This design comes from an exercise in tuning for small area and a short achievable clock period on the open sky130 flow, not from production work.
At most, simulation tests tie the RTL to the original design; equivalence was not proved.

==> inputs of juniper <==
## md_seq
module md_seq #(
    parameter int unsigned MUL_CYCLES = 5,
    parameter int unsigned DIV_CYCLES = 10
) (
    input  logic        clk,
    input  logic        rst_n,
    input  logic        start,
    input  logic [1:0]  op,
    input  logic [31:0] a,
    input  logic [31:0] b,
    input  logic        mthi,
    input  logic        mtlo,
    input  logic [31:0] wdata,
    input  logic        md_use_id,
    output logic        busy,
    output logic        stall_md,
    output logic [31:0] hi,
    output logic [31:0] lo
);
    localparam int W  = 41;   
    localparam int AW = 33;   
    function automatic logic [W-1:0] add_row(input logic [W-1:0] x, input logic [W-1:0] y,
                                             input logic ci, input int s, input int m,
                                             input int h, input int t);
        logic         c;
        logic         cl;
        logic         p;
        logic [W-1:0] hs;
        logic [W-1:0] r;
        r  = x;
        hs = '0;
        c  = ci;
        for (int i = 0; i < W; i++) begin
            if (i >= s && i <= m) begin
                r[i] = x[i] ^ y[i] ^ c;
                c    = (x[i] & y[i]) | (c & (x[i] ^ y[i]));
            end
        end
        cl = c;
        c  = 1'b0;
        for (int i = 0; i < W; i++) begin
            if (i > m && i <= h) begin
                hs[i] = x[i] ^ y[i] ^ c;
                c     = (x[i] & y[i]) | (c & (x[i] ^ y[i]));
            end
        end
        p = 1'b1;
        for (int i = 0; i < W; i++) begin
            if (i > m && i <= h) begin
                r[i] = hs[i] ^ (cl & p);
                p    = p & hs[i];
            end
        end
        c = c | (cl & p);
        for (int i = 0; i < W; i++) begin
            if (i > h && i <= t) begin
                r[i] = x[i] ^ y[i] ^ c;
  ...
Settings: LEC_CHECK=0, CAP_MARGIN=20, CORE_MARGIN=2, CORE_UTILIZATION=60, SLEW_MARGIN=20; clock period 105.0 ns.
standard.sh (not shown) runs the stock make flow with config.mk's settings and CLKGATE_MAP_FILE= SYNTH_SCRIPT=/design/flow/synth_recipe.tcl, a recipe that flattens the netlist after the stock synthesis.
==> flow/flow/run.sh <==
#!/bin/bash
# The standard layout (standard.sh) with two changes:
#  - the port buffers are the smallest buffer cell (buf_1);
#  - ABC's mapping may relax delay (&nf -R 100) to save area: a copy of the ORFS
#    scripts folder whose abc_speed.script differs only in that option is used.
set -euo pipefail
rm -rf scripts_abc
cp -r "$FLOW_HOME/scripts" scripts_abc
sed -i 's/^&nf$/\&nf -R 100/' scripts_abc/abc_speed.script
diff "$FLOW_HOME/scripts/abc_speed.script" scripts_abc/abc_speed.script > abc_script.diff || true
export SCRIPTS_DIR="$PWD/scripts_abc"
export BUFFER_PORTS_ARGS="-buffer_cell sky130_fd_sc_hd__buf_1"
bash standard.sh > standard.log 2>&1
==> willow (differences from juniper) <==
--- a/flow/design.v
+++ b/flow/design.v
@@ -15,20 +15,34 @@
     output logic        busy,
     output logic        stall_md,
     output logic [31:0] hi,
     output logic [31:0] lo
 );
     localparam int W  = 41;   
     localparam int AW = 33;   
+    function automatic logic and_tree(input logic [W-1:0] v, input int lo, input int hi);
+        logic [63:0] t;
+        int          n;
+        t = '1;
+        n = hi - lo + 1;
+        for (int i = 0; i < W; i++) begin
+            if (i >= lo && i <= hi) t[i-lo] = v[i];
+        end
+        for (int w = 32; w >= 1; w = w / 2) begin
+            for (int i = 0; i < w; i++) t[i] = t[2*i] & t[2*i+1];
+        end
+        and_tree = (n <= 0) ? 1'b1 : t[0];
+    endfunction
     function automatic logic [W-1:0] add_row(input logic [W-1:0] x, input logic [W-1:0] y,
                                              input logic ci, input int s, input int m,
-                                             input int h, input int t);
+                                             input int h, input int t, input bit fast);
         logic         c;
         logic         cl;
         logic         p;
+        logic         tc;
         logic [W-1:0] hs;
         logic [W-1:0] r;
         r  = x;
         hs = '0;
         c  = ci;
         for (int i = 0; i < W; i++) begin
             if (i >= s && i <= m) begin
@@ -40,19 +54,23 @@
         c  = 1'b0;
         for (int i = 0; i < W; i++) begin
             if (i > m && i <= h) begin
                 hs[i] = x[i] ^ y[i] ^ c;
                 c     = (x[i] & y[i]) | (c & (x[i] ^ y[i]));
             end
         end
-        p = 1'b1;
+        p  = 1'b1;
+        tc = cl;
         for (int i = 0; i < W; i++) begin
             if (i > m && i <= h) begin
-                r[i] = hs[i] ^ (cl & p);
-                p    = p & hs[i];
+                if (i == h)      r[i] = hs[i] ^ (cl & and_tree(hs, m + 1, h - 1));
+                else if (fast)   r[i] = hs[i] ^ (cl & p);
+                else             r[i] = hs[i] ^ tc;
+                p  = p & hs[i];
+                tc = tc & hs[i];
             end
         end
         c = c | (cl & p);
         for (int i = 0; i < W; i++) begin
             if (i > h && i <= t) begin
                 r[i] = x[i] ^ y[i] ^ c;
                 c    = (x[i] & y[i]) | (c & (x[i] ^ y[i]));
@@ -114,15 +132,15 @@
     logic         ci  [0:3];    
     logic         sp  [0:3];    
     logic [31:0]  hi_res;
     logic [31:0]  lo_res;
     localparam int S0 = 0, M0 = 17, H0 = 35, T0 = 35;
     localparam int S1 = 2, M1 = 18, H1 = 34, T1 = 36;
     localparam int S2 = 1, M2 = 17, H2 = 33, T2 = 38;
-    localparam int S3 = 0, M3 = 16, H3 = 40, T3 = 40;
+    localparam int S3 = 0, M3 = 20, H3 = 40, T3 = 40;
     assign fin   = busy_r & (cnt_r == 4'd1);
     assign y_neg = sgn_r & c_r[31];
     assign qneg  = ~mul_r & (xneg_r ^ y_neg);
     assign cx    = {y_neg, c_r};
     assign dz    = (c_r == 32'd0);
     assign v[0] = {{(W-37){acc_r[AW-1]}}, acc_r, s_r[35:32]};
     always_comb begin
@@ -156,36 +174,34 @@
                 end
             end
             ci[k] = ci[k] | ng[k];
             pp[k] = (({W{om[k]}} & place(cx, 2*k)) |
                      ({W{tm[k]}} & place(cx, 2*k+1)) |
                      ({W{dv[k]}} & place(cx, 3-k))) ^ {W{ng[k]}};
         end
-        v[1] = add_row(v[0], pp[0], ci[0], S0, M0, H0, T0);
+        v[1] = add_row(v[0], pp[0], ci[0], S0, M0, H0, T0, 1'b0);
         for (int i = T0 + 1; i < W; i++) v[1][i] = v[1][T0];
-        v[2] = add_row(v[1], pp[1], ci[1], S1, M1, H1, T1);
+        v[2] = add_row(v[1], pp[1], ci[1], S1, M1, H1, T1, 1'b0);
         for (int i = T1 + 1; i < W; i++) v[2][i] = v[2][T1];
-        v[3] = add_row(v[2], pp[2], ci[2], S2, M2, H2, T2);
+        v[3] = add_row(v[2], pp[2], ci[2], S2, M2, H2, T2, 1'b0);
         for (int i = T2 + 1; i < W; i++) v[3][i] = v[3][T2];
-        v[4] = add_row(v[3], pp[3], ci[3], S3, M3, H3, T3);
+        v[4] = add_row(v[3], pp[3], ci[3], S3, M3, H3, T3, 1'b1);
     end
     assign hi_res = mul_r ? v[4][31:0] : v[4][35:4];
     assign lo_res = cneg(s_r[31:0], qneg);
     assign busy     = busy_r;
     assign stall_md = md_use_id & (start | busy_r);
     assign hi       = hi_r;
     assign lo       = lo_r;
     always_ff @(posedge clk or negedge rst_n) begin
         if (!rst_n) begin
             busy_r <= 1'b0;
-            cnt_r  <= 4'd0;
             hi_r   <= 32'd0;
             lo_r   <= 32'd0;
         end else begin
-            cnt_r <= busy_r ? cnt_r - 4'd1 : (op[1] ? 4'(DIV_CYCLES) : 4'(MUL_CYCLES));
             if (busy_r) begin
                 busy_r <= ~fin;
                 if (fin && (mul_r || !dz)) begin
                     hi_r <= hi_res;
                     lo_r <= lo_res;
                 end
             end else if (start) begin
@@ -193,14 +209,15 @@
             end else begin
                 if (mthi) hi_r <= wdata;
                 if (mtlo) lo_r <= wdata;
             end
         end
     end
     always_ff @(posedge clk) begin
+        cnt_r <= busy_r ? cnt_r - 4'd1 : (op[1] ? 4'(DIV_CYCLES) : 4'(MUL_CYCLES));
         if (!busy_r) begin
             mul_r  <= ~op[1];
             sgn_r  <= ~op[0];
             xneg_r <= (op == 2'b10) & a[31];
             pb_r   <= 1'b0;
             c_r    <= b;
             s_r    <= {{4{(op == 2'b10) & a[31]}}, cdec(a, (op == 2'b10) & a[31])};
==> flow/flow/run.sh (replaced) <==
#!/bin/bash
# The standard layout (standard.sh) with four changes:
#  - the port buffers are the smallest buffer cell (buf_1);
#  - ABC maps for area: a copy of the ORFS scripts folder is used whose
#    abc_speed.script drops the delay-driven restructuring (&if -g, &synch2) and
#    lets &nf relax delay (-R 1000); everything else in the copy is unchanged;
#  - timing repair keeps a setup margin of 62.7 ns, which only the input-to-output
#    stall path falls short of, so that path gets buffered and sized;
#  - clock tree synthesis inserts no dummy load cells (its other options are the
#    standard flow's).
set -euo pipefail
rm -rf scripts_abc
cp -r "$FLOW_HOME/scripts" scripts_abc
printf '%s\n' '&get -n' '&st' '&syn2' '&dch -f' '&nf -R 1000' '&st' '&dch -f' \
    '&nf -R 1000' '&put' 'buffer -c' 'topo' 'stime -c' 'upsize -c' 'dnsize -c' \
    > scripts_abc/abc_speed.script
diff "$FLOW_HOME/scripts/abc_speed.script" scripts_abc/abc_speed.script > abc_script.diff || true
export SCRIPTS_DIR="$PWD/scripts_abc"
export BUFFER_PORTS_ARGS="-buffer_cell sky130_fd_sc_hd__buf_1"
export SETUP_SLACK_MARGIN=62.7
export CTS_ARGS="-sink_clustering_enable -repair_clock_nets -dont_use_dummy_load"
bash standard.sh > standard.log 2>&1
==> onyx (differences from juniper) <==
==> flow/design.v (replaced) <==
module md_seq #(
    parameter int unsigned MUL_CYCLES = 5,
    parameter int unsigned DIV_CYCLES = 10
) (
    input  logic        clk,
    input  logic        rst_n,
    input  logic        start,
    input  logic [1:0]  op,
    input  logic [31:0] a,
    input  logic [31:0] b,
    input  logic        mthi,
    input  logic        mtlo,
    input  logic [31:0] wdata,
    input  logic        md_use_id,
    output logic        busy,
    output logic        stall_md,
    output logic [31:0] hi,
    output logic [31:0] lo
);
    localparam int W  = 41;   
    localparam int AW = 37;   
    function automatic logic [W-1:0] add_row(input logic [W-1:0] x, input logic [W-1:0] y,
                                             input logic ci, input int s, input int m,
                                             input int t);
        logic         c;
        logic         cl;
        logic         p;
        logic [W-1:0] h;
        logic [W-1:0] r;
        r = x;
        h = '0;
        c = ci;
        for (int i = 0; i < W; i++) begin
            if (i >= s && i <= m) begin
                r[i] = x[i] ^ y[i] ^ c;
                c    = (x[i] & y[i]) | (c & (x[i] ^ y[i]));
            end
        end
        cl = c;
        c  = 1'b0;
        for (int i = 0; i < W; i++) begin
            if (i > m && i <= t) begin
                h[i] = x[i] ^ y[i] ^ c;
                c    = (x[i] & y[i]) | (c & (x[i] ^ y[i]));
            end
        end
        p = 1'b1;
        for (int i = 0; i < W; i++) begin
            if (i > m && i <= t) begin
                r[i] = h[i] ^ (cl & p);
                p    = p & h[i];
            end
        end
        add_row = r;
    endfunction
    function automatic logic [31:0] cdec(input logic [31:0] v, input logic n);
        logic any;
        logic [31:0] r;
        any = 1'b0;
        for (int i = 0; i < 32; i++) begin
            r[i] = v[i] ^ (n & ~any);
            any  = any | v[i];
        end
        cdec = r;
    endfunction
    function automatic logic [31:0] cneg(input logic [31:0] v, input logic n);
        logic any;
        logic [31:0] r;
        any = 1'b0;
        for (int i = 0; i < 32; i++) begin
            r[i] = v[i] ^ (n & any);
            any  = any | v[i];
        end
        cneg = r;
    endfunction
    function automatic logic [W-1:0] place(input logic [32:0] m, input int off);
        logic [W-1:0] r;
        for (int i = 0; i < W; i++) begin
            if (i < off)            r[i] = 1'b0;
            else if (i - off > 32)  r[i] = m[32];
            else                    r[i] = m[i-off];
        end
        place = r;
    endfunction
    logic        busy_r;
    logic [3:0]  cnt_r;
    logic        mul_r;      
    logic        sgn_r;      
    logic        xneg_r;     
    logic        qneg_r;     
    logic        pb_r;       
    logic [32:0] c_r;        
    logic [35:0] s_r;        
    logic [AW-1:0] acc_r;    
    logic [31:0] hi_r;
    logic [31:0] lo_r;
    logic        fin;
    logic        y_neg;
    logic        dz;
    logic [W-1:0] v   [0:4];    
    logic [W-1:0] pp  [0:3];
    logic         om  [0:3];    
    logic         tm  [0:3];    
    logic         dv  [0:3];    
    logic         ng  [0:3];    
    logic         ci  [0:3];    
    logic         sp  [0:3];    
    logic [31:0]  hi_res;
    logic [31:0]  lo_res;
    localparam int S0 = 0, M0 = 17, T0 = 35;
    localparam int S1 = 2, M1 = 18, T1 = 36;
    localparam int S2 = 1, M2 = 17, T2 = 38;
    localparam int S3 = 0, M3 = 16, T3 = 40;
    assign fin   = busy_r & (cnt_r == 4'd1);
    assign y_neg = c_r[32];
    assign dz    = (c_r[31:0] == 32'd0);
    assign v[0] = {{(W-AW){acc_r[AW-1]}}, acc_r};
    always_comb begin
        for (int k = 0; k < 4; k++) begin
            logic [2:0] bb;
            bb    = {s_r[2*k+1], s_r[2*k], (k == 0) ? pb_r : s_r[2*k-1]};
            sp[k] = (k == 0) ? acc_r[36] : v[k][36-k];
            om[k] = 1'b0;
            tm[k] = 1'b0;
            dv[k] = 1'b0;
            ng[k] = 1'b0;
            ci[k] = 1'b0;
            if (mul_r) begin
                if (fin) begin
                    if (k == 3) dv[k] = ~sgn_r & pb_r;
                end else begin
                    ng[k] = bb[2];
                    om[k] = bb[1] ^ bb[0];
                    tm[k] = (bb[2] & ~bb[1] & ~bb[0]) | (~bb[2] & bb[1] & bb[0]);
                end
            end else begin
                if (fin) begin
                    if (k == 2) begin
                        om[k] = acc_r[36] ^ xneg_r;
                        ng[k] = om[k] & (y_neg ^ xneg_r);
                    end
                    if (k == 3) ci[k] = xneg_r;
                end else begin
                    dv[k] = 1'b1;
                    ng[k] = ~sp[k] ^ y_neg;
                end
            end
            ci[k] = ci[k] | ng[k];
            pp[k] = (({W{om[k]}} & place(c_r, 2*k)) |
                     ({W{tm[k]}} & place(c_r, 2*k+1)) |
                     ({W{dv[k]}} & place(c_r, 3-k))) ^ {W{ng[k]}};
        end
        v[1] = add_row(v[0], pp[0], ci[0], S0, M0, T0);
        for (int i = T0 + 1; i < W; i++) v[1][i] = v[1][T0];
        v[2] = add_row(v[1], pp[1], ci[1], S1, M1, T1);
        for (int i = T1 + 1; i < W; i++) v[2][i] = v[2][T1];
        v[3] = add_row(v[2], pp[2], ci[2], S2, M2, T2);
        for (int i = T2 + 1; i < W; i++) v[3][i] = v[3][T2];
        v[4] = add_row(v[3], pp[3], ci[3], S3, M3, T3);
    end
    assign hi_res = mul_r ? v[4][31:0] : v[4][35:4];
    assign lo_res = cneg(s_r[31:0], qneg_r);
    assign busy     = busy_r;
    assign stall_md = md_use_id & (start | busy_r);
    assign hi       = hi_r;
    assign lo       = lo_r;
    always_ff @(posedge clk or negedge rst_n) begin
        if (!rst_n) begin
            busy_r <= 1'b0;
            cnt_r  <= 4'd0;
            hi_r   <= 32'd0;
            lo_r   <= 32'd0;
        end else begin
            if (busy_r) begin
                cnt_r  <= cnt_r - 4'd1;
                busy_r <= ~fin;
                if (fin && (mul_r || !dz)) begin
                    hi_r <= hi_res;
                    lo_r <= lo_res;
                end
            end else if (start) begin
                busy_r <= 1'b1;
                cnt_r  <= op[1] ? 4'(DIV_CYCLES) : 4'(MUL_CYCLES);
            end else begin
                if (mthi) hi_r <= wdata;
                if (mtlo) lo_r <= wdata;
            end
        end
    end
    always_ff @(posedge clk) begin
        if (!busy_r) begin
            mul_r  <= ~op[1];
            sgn_r  <= ~op[0];
            xneg_r <= (op == 2'b10) & a[31];
            qneg_r <= (op == 2'b10) & (a[31] ^ b[31]);
            pb_r   <= 1'b0;
            c_r    <= {~op[0] & b[31], b};
            s_r    <= {{4{(op == 2'b10) & a[31]}}, cdec(a, (op == 2'b10) & a[31])};
            acc_r  <= {AW{(op == 2'b10) & a[31]}};
        end else begin
            pb_r <= s_r[7];
            if (mul_r) begin
                acc_r <= {{(AW-33){v[4][40]}}, v[4][40:8]};
                s_r   <= {s_r[35:32], v[4][7:0], s_r[31:8]};
            end else begin
                acc_r <= {v[4][32:0], s_r[31:28] | {4{xneg_r & (cnt_r == 4'd2)}}};
                s_r   <= {s_r[31:0], v[1][35] ~^ xneg_r, v[2][34] ~^ xneg_r,
                          v[3][33] ~^ xneg_r, v[4][32] ~^ xneg_r};
            end
        end
    end
endmodule
==> flow/run.sh (new file) <==
#!/bin/bash
# synth_recipe.tcl (not shown) runs the flow's synth.tcl, then flattens the netlist and writes it again
# the make line also repeats each setting of config.mk as NAME=value (left out here)
make -C /OpenROAD-flow-scripts/flow DESIGN_CONFIG=/design/flow/config.mk WORK_HOME=/design/flow/orfs CLKGATE_MAP_FILE= SYNTH_SCRIPT=/design/flow/synth_recipe.tcl finish
==> flow/config.mk (replaced) <==
export PLATFORM = sky130hd
export DESIGN_NAME = md_seq
export DESIGN_NICKNAME = md_seq
export VERILOG_FILES = /design/flow/design.v
export SDC_FILE = /design/flow/constraint.sdc
export NUM_CORES = 4
export LEC_CHECK = 0
export CAP_MARGIN = 20
export CORE_MARGIN = 2
export CORE_UTILIZATION = 40
export SLEW_MARGIN = 20
removed: flow/flow/run.sh
removed: flow/standard.sh
==> comparison table <==
Post-synthesis instance total: juniper 1716; willow 1627; onyx 1737
Multi-input gate share of total cell area: juniper 63.0%; willow 62.8%; onyx 59.4%
Cell area after placement: juniper 16400 sq um; willow 15900 sq um; onyx 18100 sq um
Met1 WL: juniper 19300 microns; willow 18800 microns; onyx 22500 microns
Filler Cells Inserted: juniper 2209; willow 2147; onyx 3759
Post-CTS setup-driven buffer insertion count: juniper 0; willow 1; onyx 0
Well-Tap Cells: juniper 335; willow 330; onyx 525
Placer congestion estimate: juniper 0.948; willow 0.964; onyx 0.912
Core utilization of the finished layout: juniper 65.6%; willow 65.6%; onyx 47.1%
Status: juniper complete, no violations; willow complete, no violations; onyx complete, no violations
Worst-Skew Late Latency: juniper 0.45 ns; willow 0.44 ns; onyx 0.47 ns
R2r endpoint: juniper acc_r[28]; willow acc_r[29]; onyx acc_r[34]
Clock-pin slew reported for the worst setup and hold paths after clock tree synthesis: juniper 0.08 ns; willow 0.06 ns; onyx 0.08 ns
Seq area share: juniper 24.7%; willow 25.4%; onyx 22.7%
Vias: juniper 13789; willow 13191; onyx 13907
Post-synthesis simple-gate area fraction: juniper 13.5%; willow 10.3%; onyx 13.2%
Met1 track demand over resource: juniper 49.5%; willow 49.1%; onyx 35.4%
No functional check of the RTL was part of juniper.

[port drivers added, routing unchanged]
In the flow no input, the clock included, has a driving cell. The finished layouts below were timed again as built, in two steps.
Step 1, drivers: a clkbuf_16 drives clk and a buf_2 each remaining input, both assumed.
Step 2 times the ports against the registers' clock, not the clock port: input delays grow and output delays shrink by t, the midpoint of the rising clock arrivals with the driver on.
a / b / c = ideal / step 1 / step 2; a / b = the first two.
| run | t, ns | setup WS [ns] | pins driven straight from the clock port |
|---|---|---|---|
| juniper | 0.494 | 62.310 / 62.289 / 62.289 | 1 |
| willow | 0.480 | 62.648 / 62.595 / 62.595 | 1 |
| onyx | 0.516 | 61.333 / 61.303 / 61.303 | 1 |
After both steps setup and hold are still met in every run listed. The setup slack of willow, which loses most, moves by -0.053 ns with the drivers and by -0.053 ns with both steps.
